What follows belongs to an exercise in optimizing a design on an open flow for small area, a short achievable clock period and few clock cycles per item; a production flow would make more cautious choices.
At most, simulation tests tie the RTL to the original design; equivalence was not proved.
Power and IR drop assume default switching activity.

## bit_chunk_lane_splitter_unit
module bit_chunk_lane_splitter_unit
(
   input  logic                  clock,
   input  logic                  reset,
   input  logic                  req_valid,
   output logic                  req_ready,
   input  logic                  req_action,
   input  logic [7:0]            req_data_byte,
   output logic                  rsp_valid,
   input  logic                  rsp_ready,
   output logic [3:0]            rsp_lane,
   output logic [7:0]            rsp_out_byte,
   output logic                  rsp_last,
   input  logic                  csr_we,
   input  logic [CSR_IDX_W-1:0]  csr_index,
   input  logic [CSR_DATA_W-1:0] csr_data
);
   logic [5:0]  cw_q;                  
   logic [4:0]  lc_q;                  
   logic [15:0] en_q;
   logic [BUF_W-1:0] buf_q;
   logic [5:0]       pl_q;
   logic [3:0]       idx_q;
   logic [5:0]       sk_q;              
   logic             fol_q;             
   logic             fsh_q;             
   logic [15:0][7:0] pm_q;
   logic        in_v_q, in_act_q;
   logic [7:0]  in_byte_q;
   logic [31:0] e_data_q;
   logic [2:0]  e_n_q;                 
   logic [3:0]  e_lane_q;
   logic        e_last_q;              
   logic        e_pend_q;              
   logic [6:0]  cur_pd_q;
   logic [2:0]  cur_pc_q;
   logic [15:0] nz, idx_oh, fcand;
   logic [3:0]  fnext, ra;
   logic [7:0]  rd_m;
   logic [2:0]  rd_pc;
   logic [6:0]  rd_pd;
   for (genvar i = 0; i < 16; i++) begin : g_nz
      assign nz[i] = pm_q[i][7:1] != 7'd0;
   end
  ...
Settings: LEC_CHECK=0, CAP_MARGIN=20, CORE_MARGIN=2, CORE_UTILIZATION=40, SETUP_SLACK_MARGIN=2.4, SLEW_MARGIN=20; clock period 6.5 ns.
run.sh (not shown) runs the stock make flow with config.mk's settings and CLKGATE_MAP_FILE= SYNTH_SCRIPT=/design/flow/synth_recipe.tcl, a recipe that flattens the netlist after the stock synthesis.
Then changed:
--- a/flow/design.v
+++ b/flow/design.v
@@ -121,19 +121,19 @@
    assign acc_chunk  = idx_lt_l && f_lt_q && f_ge8_q;
    assign acc_corner = idx_lt_l && !f_lt_q;
    assign fol_chunk  = fol_q && (sk_q == 6'd0) && idx_lt_l && !f_lt_q;
    assign fol_skip   = fol_q && (sk_q != 6'd0);
    assign fol_exit   = fol_q && (sk_q == 6'd0) && !(idx_lt_l && !f_lt_q);
    assign take       = rsp_valid && rsp_ready;
    assign e_free     = (e_n_q == 3'd0) || ((e_n_q == 3'd1) && take);
-   assign yield_next = acc_chunk && (sw || lane_on);
+   assign yield_next = acc_chunk && yields;
    assign do_acc     = in_v_q && !fol_q && !fsh_q && (in_act_q || !(yield_next && !e_free));
    assign do_data    = do_acc && !in_act_q;
    assign do_flush   = do_acc && in_act_q;
-   assign req_ready  = fol_q ? (fol_exit || (fol_chunk && chunk_final && e_free))
+   assign req_ready  = fol_q ? (fol_exit || (chunk_step && chunk_final))
                              : (!in_v_q || (do_acc && !(do_data && (acc_corner || (acc_chunk && more1)))));
    always_ff @(posedge clock) begin
       if (reset) begin
          in_v_q <= 1'b0;
       end else if (req_valid && req_ready) begin
          in_v_q <= 1'b1;
       end else if (do_acc) begin
Hold slack hardly moves.
Cell area came out higher by 4.1%.
Count of clock-buffer cells in the layout is unchanged.
Final cell count rose by 5.2%.
Fmax shrinks by 4.8%.
Area after synthesis came out higher by 3.3%.
Total power shrinks by 1.7%.
Sequential share of layout area fell by 1.4 points.
Combinational power shrinks by about 4%.
Synthesized cell count is higher by 5.9%.
Utilization came out higher by 0.61 points.
Non-clock buffer count went up by 13.
No functional check of the RTL was part of any run of this note.

* * *

job 101:
The RTL this note starts from:
==> flow/design.v <==
package bcls_pkg;
   localparam int MAX_LANES      = 16;
   localparam int MAX_CHUNK_BITS = 32;
   localparam int CSR_IDX_W      = 2;
   localparam int CSR_DATA_W     = 16;
   localparam int BUF_W          = MAX_CHUNK_BITS + 7;    
   localparam int ACC_W          = MAX_CHUNK_BITS + 7;    
   localparam logic [CSR_IDX_W-1:0] REG_CHUNK_WIDTH = 2'd0;
   localparam logic [CSR_IDX_W-1:0] REG_LANE_COUNT  = 2'd1;
   localparam logic [CSR_IDX_W-1:0] REG_LANE_ENABLE = 2'd2;
endpackage
import bcls_pkg::*;
module bit_chunk_lane_splitter_unit
(
   input  logic                  clock,
   input  logic                  reset,
   input  logic                  req_valid,
   output logic                  req_ready,
   input  logic                  req_action,
   input  logic [7:0]            req_data_byte,
   output logic                  rsp_valid,
   input  logic                  rsp_ready,
   output logic [3:0]            rsp_lane,
   output logic [7:0]            rsp_out_byte,
   output logic                  rsp_last,
   input  logic                  csr_we,
   input  logic [CSR_IDX_W-1:0]  csr_index,
   input  logic [CSR_DATA_W-1:0] csr_data
);
   logic [5:0]  cw_q;                  
   logic [4:0]  lc_q;                  
   logic [15:0] en_q;
   logic [BUF_W-1:0] buf_q;
   logic [5:0]       pl_q;
   logic [3:0]       idx_q;
   logic [5:0]       sk_q;              
   logic             fol_q;             
   logic             fsh_q;             
   logic [15:0][7:0] pm_q;
   logic        in_v_q, in_act_q;
   logic [7:0]  in_byte_q;
   logic [31:0] e_data_q;
   logic [2:0]  e_n_q;                 
   logic [3:0]  e_lane_q;
   logic        e_last_q;              
   logic        e_pend_q;              
   logic [6:0]  cur_pd_q;
   logic [2:0]  cur_pc_q;
   logic [15:0] nz, idx_oh, fcand;
   logic [3:0]  fnext, ra;
   logic [7:0]  rd_m;
   logic [2:0]  rd_pc;
   logic [6:0]  rd_pd;
   for (genvar i = 0; i < 16; i++) begin : g_nz
      assign nz[i] = pm_q[i][7:1] != 7'd0;
   end
   always_comb begin
      for (int i = 0; i < 16; i++) idx_oh[i] = idx_q == 4'(i);
      fcand = fsh_q ? (nz & ~idx_oh) : (nz & en_q);
      fnext = '0;
      for (int i = 15; i >= 0; i--) if (fcand[i]) fnext = 4'(i);
   end
   assign rd_m = pm_q[ra];
   always_comb begin
      rd_pc = '0;
      for (int k = 1; k < 8; k++) begin
         if (rd_m[k]) rd_pc = 3'(k);
      end
      for (int k = 0; k < 7; k++) begin
         rd_pd[k] = rd_m[k] && ((rd_m >> (k + 1)) != 8'd0);
      end
   end
   logic             idx_lt_l, idx_end, few;
   logic [7:0]       in_byte;
   logic [BUF_W-1:0] full;
   logic [31:0]      chunk;
   logic [ACC_W-1:0] acc;
   logic [5:0]       tgt;
   logic [2:0]       nres;
   logic [6:0]       leftover;
   logic             lane_on, yields;
   logic [3:0]       rem_sh;
   logic [7:0]       rem;
   logic [5:0]       remn;
   logic             sw, rem_ge;
   assign idx_lt_l = {1'b0, idx_q} < lc_q;
   assign idx_end  = ({1'b0, idx_q} + 5'd1) >= lc_q;
   assign few    = fol_q && (pl_q <= 6'd8);
   assign in_byte = fol_q ? 8'd0 : in_byte_q;
   assign full    = buf_q | (BUF_W'(in_byte) << pl_q);
   always_comb begin
      for (int k = 0; k < 32; k++) chunk[k] = full[k] & (6'(k) < cw_q);
   end
   assign acc     = ACC_W'(cur_pd_q) | (ACC_W'(chunk) << cur_pc_q);
   assign tgt     = 6'(cur_pc_q) + cw_q;
   assign nres    = tgt[5:3];
   always_comb begin
      case (nres)
         3'd0:    leftover = acc[6:0];
         3'd1:    leftover = acc[14:8];
         3'd2:    leftover = acc[22:16];
         3'd3:    leftover = acc[30:24];
         default: leftover = acc[38:32];
      endcase
   end
   assign lane_on = en_q[idx_q];
   assign yields  = lane_on && (nres != 3'd0);
   assign rem_sh  = fol_q ? cw_q[3:0] : 4'(cw_q - pl_q);
   assign rem     = (fol_q ? buf_q[7:0] : in_byte_q) >> rem_sh;
   assign remn    = {3'd0, pl_q[2:0] - cw_q[2:0]};
   assign sw      = cw_q[5:3] == 3'd0;
   assign rem_ge  = sw && (remn[2:0] >= cw_q[2:0]);
   logic acc_chunk, acc_corner;
   logic fol_chunk, fol_skip, fol_exit;
   logic take, e_free, yield_next;
   logic do_acc, do_data, do_flush, chunk_step, chunk_final;
   logic res_nonlast, resolve_last;
   logic load_chunk, load_flush;
   assign acc_chunk  = idx_lt_l && (pl_q < cw_q) && ((pl_q + 6'd8) >= cw_q);
   assign acc_corner = idx_lt_l && (pl_q >= cw_q);
   assign fol_chunk  = fol_q && (sk_q == 6'd0) && idx_lt_l && (pl_q >= cw_q);
   assign fol_skip   = fol_q && (sk_q != 6'd0);
   assign fol_exit   = fol_q && (sk_q == 6'd0) && !(idx_lt_l && (pl_q >= cw_q));
   assign take       = rsp_valid && rsp_ready;
   assign e_free     = (e_n_q == 3'd0) || ((e_n_q == 3'd1) && take);
   assign yield_next = acc_chunk && yields;
   assign do_acc     = in_v_q && !fol_q && !fsh_q && (in_act_q || !(yield_next && !e_free));
   assign do_data    = do_acc && !in_act_q;
   assign do_flush   = do_acc && in_act_q;
   assign req_ready  = fol_q ? (fol_exit || (chunk_step && chunk_final))
                             : (!in_v_q || (do_acc && !(do_data && (acc_corner || (acc_chunk && more1)))));
   always_ff @(posedge clock) begin
      if (reset) begin
         in_v_q <= 1'b0;
      end else if (req_valid && req_ready) begin
         in_v_q <= 1'b1;
      end else if (do_acc) begin
         in_v_q <= 1'b0;
      end
   end
   always_ff @(posedge clock) begin
      if (req_valid && req_ready) begin
         in_act_q  <= req_action;
         in_byte_q <= req_data_byte;
      end
   end
   assign chunk_step = !reset && ((do_data && acc_chunk) || (fol_chunk && (!yields || e_free)));
   assign chunk_final = idx_end || (!(fol_q && !few) && !rem_ge);
   logic more1, more2, next_yields, few_path;
   assign few_path    = !(fol_q && !few);
   assign more1       = !idx_end && rem_ge;
   assign more2       = more1 && ({1'b0, remn[2:0]} >= {cw_q[2:0], 1'b0}) && (({1'b0, idx_q} + 5'd2) < lc_q);
   assign next_yields = en_q[idx_q + 4'd1] && ((6'(rd_pc) + cw_q) >= 6'd8);
   assign res_nonlast  = e_pend_q && fol_chunk && yields;
   assign resolve_last = e_pend_q && (fol_exit || (fol_chunk && !yields && chunk_final));
   assign load_chunk = chunk_step && yields;
   assign load_flush = fsh_q && e_free;
   assign ra         = fsh_q ? idx_q : (idx_end ? 4'd0 : idx_q + 4'd1);
   always_ff @(posedge clock) begin
      if (reset) begin
         cur_pd_q <= '0;
         cur_pc_q <= '0;
      end else if (do_flush) begin
         cur_pd_q <= '0;
         cur_pc_q <= '0;
      end else if (chunk_step && idx_end && (idx_q == 4'd0) && lane_on) begin
         cur_pd_q <= leftover;
         cur_pc_q <= tgt[2:0];
      end else if (chunk_step || ((do_data || fol_exit) && !idx_lt_l)) begin
         cur_pd_q <= rd_pd;
         cur_pc_q <= rd_pc;
      end
   end
   assign rsp_valid    = (e_n_q > 3'd1) || ((e_n_q == 3'd1) && !e_pend_q);
   assign rsp_last     = (e_n_q == 3'd1) && e_last_q;
   assign rsp_lane     = e_lane_q;
   assign rsp_out_byte = e_data_q[7:0];
   logic [5:0] wr_w;
   logic [4:0] wr_l;
   always_comb begin
      if (csr_data[5:0] == 6'd0)     wr_w = 6'd1;
      else if (csr_data[5:0] > 6'd32) wr_w = 6'd32;
      else                            wr_w = csr_data[5:0];
      if (csr_data[4:0] == 5'd0)     wr_l = 5'd1;
      else if (csr_data[4:0] > 5'd16) wr_l = 5'd16;
      else                            wr_l = csr_data[4:0];
   end
   always_ff @(posedge clock) begin
      if (reset) begin
         cw_q <= 6'd8;
         lc_q <= 5'd1;
         en_q <= 16'd1;
      end else if (csr_we) begin
         case (csr_index)
            REG_CHUNK_WIDTH: cw_q <= wr_w;
            REG_LANE_COUNT:  lc_q <= wr_l;
            REG_LANE_ENABLE: en_q <= csr_data;
            default: ;
         endcase
      end
   end
   always_ff @(posedge clock) begin
      if (reset) begin
         buf_q <= '0;
         pl_q  <= '0;
         idx_q <= '0;
         sk_q  <= '0;
         fol_q <= 1'b0;
         fsh_q <= 1'b0;
      end else begin
         if (do_flush) begin
            buf_q <= '0;
            pl_q  <= '0;
            idx_q <= fnext;
            fsh_q <= fcand != 16'd0;
         end else if (load_flush) begin
            idx_q <= fnext;
            fsh_q <= fcand != 16'd0;
         end else if (do_data && !idx_lt_l) begin
            buf_q <= '0;
            pl_q  <= '0;
            idx_q <= '0;
         end else if (do_data && !acc_chunk) begin
            buf_q <= full;
            pl_q  <= pl_q + 6'd8;
            fol_q <= acc_corner;
         end else if (fol_skip) begin
            buf_q <= buf_q >> 1;
            pl_q  <= pl_q - 6'd1;
            sk_q  <= sk_q - 6'd1;
         end else if (fol_exit) begin
            fol_q <= 1'b0;
            if (!idx_lt_l) begin
               buf_q <= '0;
               pl_q  <= '0;
               idx_q <= '0;
            end
         end else if (chunk_step) begin
            if (idx_end) begin
               buf_q <= '0;
               pl_q  <= '0;
               idx_q <= '0;
               fol_q <= 1'b0;
            end else begin
               idx_q <= idx_q + 4'd1;
               if (fol_q && !few) begin
                  sk_q <= cw_q;
               end else begin
                  buf_q <= BUF_W'(rem);
                  pl_q  <= remn;
                  fol_q <= rem_ge;
               end
            end
         end
      end
   end
   logic [7:0]  pm_wd;
   logic [15:0] pm_we;
   assign pm_wd = chunk_step ? ({1'b0, leftover} | (8'd1 << tgt[2:0])) : 8'd1;
   always_comb begin
      for (int i = 0; i < 16; i++) begin
         pm_we[i] = reset || (do_flush && !en_q[i]) || (load_flush && idx_oh[i])
                    || (chunk_step && lane_on && idx_oh[i]);
      end
   end
   always_ff @(posedge clock) begin
      for (int i = 0; i < 16; i++) begin
         if (pm_we[i]) pm_q[i] <= pm_wd;
      end
   end
   always_ff @(posedge clock) begin
      if (reset) begin
         e_n_q    <= 3'd0;
         e_pend_q <= 1'b0;
      end else if (load_chunk) begin
         e_n_q    <= nres;
         e_pend_q <= few_path ? more2 : !idx_end;
      end else if (load_flush) begin
         e_n_q    <= 3'd1;
         e_pend_q <= 1'b0;
      end else begin
         if (take) e_n_q <= e_n_q - 3'd1;
         if (res_nonlast || resolve_last) e_pend_q <= 1'b0;
      end
   end
   always_ff @(posedge clock) begin
      if (load_chunk) begin
         e_data_q <= acc[31:0];
         e_lane_q <= idx_q;
         e_last_q <= !(few_path && more1 && !more2 && next_yields);
      end else if (load_flush) begin
         e_data_q[7:0] <= {1'b0, rd_pd};
         e_lane_q <= idx_q;
         e_last_q <= fcand == 16'd0;
      end else begin
         if (take) e_data_q[23:0] <= e_data_q[31:8];
         if (res_nonlast) e_last_q <= 1'b0;
      end
   end
endmodule
clock: 6.5 ns
lec_check: 0
cap_margin: 20
core_margin: 2
core_utilization: 40
setup_slack_margin: 1.8
slew_margin: 20
Job 101 went all the way through the flow, and no timing, DRC or antenna check failed.
Testbench counts of job 101, summed over its fixed seeds: cycles 5,766, items 4,211.
The following lists how job 102 was set up differently from job 101:
diff --git a/flow/design.v b/flow/design.v
--- a/flow/design.v
+++ b/flow/design.v
@@ -35,12 +35,10 @@
    logic [3:0]       idx_q;
    logic [5:0]       sk_q;              
    logic             fol_q;             
    logic             fsh_q;             
    logic [15:0][7:0] pm_q;
-   logic        in_v_q, in_act_q;
-   logic [7:0]  in_byte_q;
    logic [31:0] e_data_q;
    logic [2:0]  e_n_q;                 
    logic [3:0]  e_lane_q;
    logic        e_last_q;              
    logic        e_pend_q;              
@@ -84,11 +82,11 @@
    logic [5:0]       remn;
    logic             sw, rem_ge;
    assign idx_lt_l = {1'b0, idx_q} < lc_q;
    assign idx_end  = ({1'b0, idx_q} + 5'd1) >= lc_q;
    assign few    = fol_q && (pl_q <= 6'd8);
-   assign in_byte = fol_q ? 8'd0 : in_byte_q;
+   assign in_byte = fol_q ? 8'd0 : req_data_byte;
    assign full    = buf_q | (BUF_W'(in_byte) << pl_q);
    always_comb begin
       for (int k = 0; k < 32; k++) chunk[k] = full[k] & (6'(k) < cw_q);
    end
    assign acc     = ACC_W'(cur_pd_q) | (ACC_W'(chunk) << cur_pc_q);
@@ -104,11 +102,11 @@
       endcase
    end
    assign lane_on = en_q[idx_q];
    assign yields  = lane_on && (nres != 3'd0);
    assign rem_sh  = fol_q ? cw_q[3:0] : 4'(cw_q - pl_q);
-   assign rem     = (fol_q ? buf_q[7:0] : in_byte_q) >> rem_sh;
+   assign rem     = (fol_q ? buf_q[7:0] : req_data_byte) >> rem_sh;
    assign remn    = {3'd0, pl_q[2:0] - cw_q[2:0]};
    assign sw      = cw_q[5:3] == 3'd0;
    assign rem_ge  = sw && (remn[2:0] >= cw_q[2:0]);
    logic acc_chunk, acc_corner;
    logic fol_chunk, fol_skip, fol_exit;
@@ -122,30 +120,14 @@
    assign fol_skip   = fol_q && (sk_q != 6'd0);
    assign fol_exit   = fol_q && (sk_q == 6'd0) && !(idx_lt_l && (pl_q >= cw_q));
    assign take       = rsp_valid && rsp_ready;
    assign e_free     = (e_n_q == 3'd0) || ((e_n_q == 3'd1) && take);
    assign yield_next = acc_chunk && yields;
-   assign do_acc     = in_v_q && !fol_q && !fsh_q && (in_act_q || !(yield_next && !e_free));
-   assign do_data    = do_acc && !in_act_q;
-   assign do_flush   = do_acc && in_act_q;
-   assign req_ready  = fol_q ? (fol_exit || (chunk_step && chunk_final))
-                             : (!in_v_q || (do_acc && !(do_data && (acc_corner || (acc_chunk && more1)))));
-   always_ff @(posedge clock) begin
-      if (reset) begin
-         in_v_q <= 1'b0;
-      end else if (req_valid && req_ready) begin
-         in_v_q <= 1'b1;
-      end else if (do_acc) begin
-         in_v_q <= 1'b0;
-      end
-   end
-   always_ff @(posedge clock) begin
-      if (req_valid && req_ready) begin
-         in_act_q  <= req_action;
-         in_byte_q <= req_data_byte;
-      end
-   end
+   assign req_ready  = fol_q ? 1'b0 : (fsh_q ? !req_valid : !(yield_next && !e_free));
+   assign do_acc     = req_valid && req_ready && !fol_q && !fsh_q;
+   assign do_data    = do_acc && !req_action;
+   assign do_flush   = do_acc && req_action;
    assign chunk_step = !reset && ((do_data && acc_chunk) || (fol_chunk && (!yields || e_free)));
    assign chunk_final = idx_end || (!(fol_q && !few) && !rem_ge);
    logic more1, more2, next_yields, few_path;
    assign few_path    = !(fol_q && !few);
    assign more1       = !idx_end && rem_ge;
## What came out
Relative to job 101, the count of placed standard cells in the final layout, fillers left out of job 102 is higher by 3.5%.
Simple-gate share of the synthesized area in job 102 is 2.4 points above job 101.
Job 102 has part of the total power dissipated in combinational logic above what job 101 had.
Maximum achievable frequency delta (job 101 -> job 102): insignificant
Final standard cell area without fillers in job 102 vs job 101: down about 0.4%
Diff job 101 -> job 102: total power now sits higher, post-detailed-placement cell area now sits higher, average cell area after synthesis now sits lower, area of the die now sits higher, power per cell area now sits higher.
For the wire length of the first global-routing pass, job 102 came in about 3% higher than job 101 did.
For job 102, only the layout was checked, not whether the RTL still works.

afterwards: timing with drivers on the ports:
The flow's constraints put no driver on any port. The routed layouts listed below were extracted and timed again, unchanged, in two steps. Step 1 sets driving cells, clkbuf_16 on the clock port and buf_2 on the other inputs (assumed; they add their load-dependent delay and slew). Step 2 moves the port delays by t, midway between the first and last clock arrival at a register: inputs arrive t later, outputs are due t later. That takes back most of the time a late clock gives input paths. Slacks: ideal / step 1 / step 2; pairs: ideal / step 1.
run | t, ns | setup WS [ns] | worst setup path at the end | worst data-port slew with drivers (ns) | pins driven straight from the clock port
the first run of note 1 | 0.604 | 2.466 / 2.433 / 1.893 | input to register | 0.03 | 1
the second run of note 1 | 0.616 | 2.263 / 2.202 / 1.778 | input to register | 0.09 | 1
job 101 | 0.623 | 1.863 / 1.838 / 1.848 | input to register | 0.05 | 1
job 102 | 0.648 | 1.860 / 1.868 / 1.238 | input to register | 0.04 | 1
After both steps every run listed still meets setup and hold. The setup slack of job 102, which loses most, moves by +0.008 ns with the drivers and by -0.622 ns with both steps.
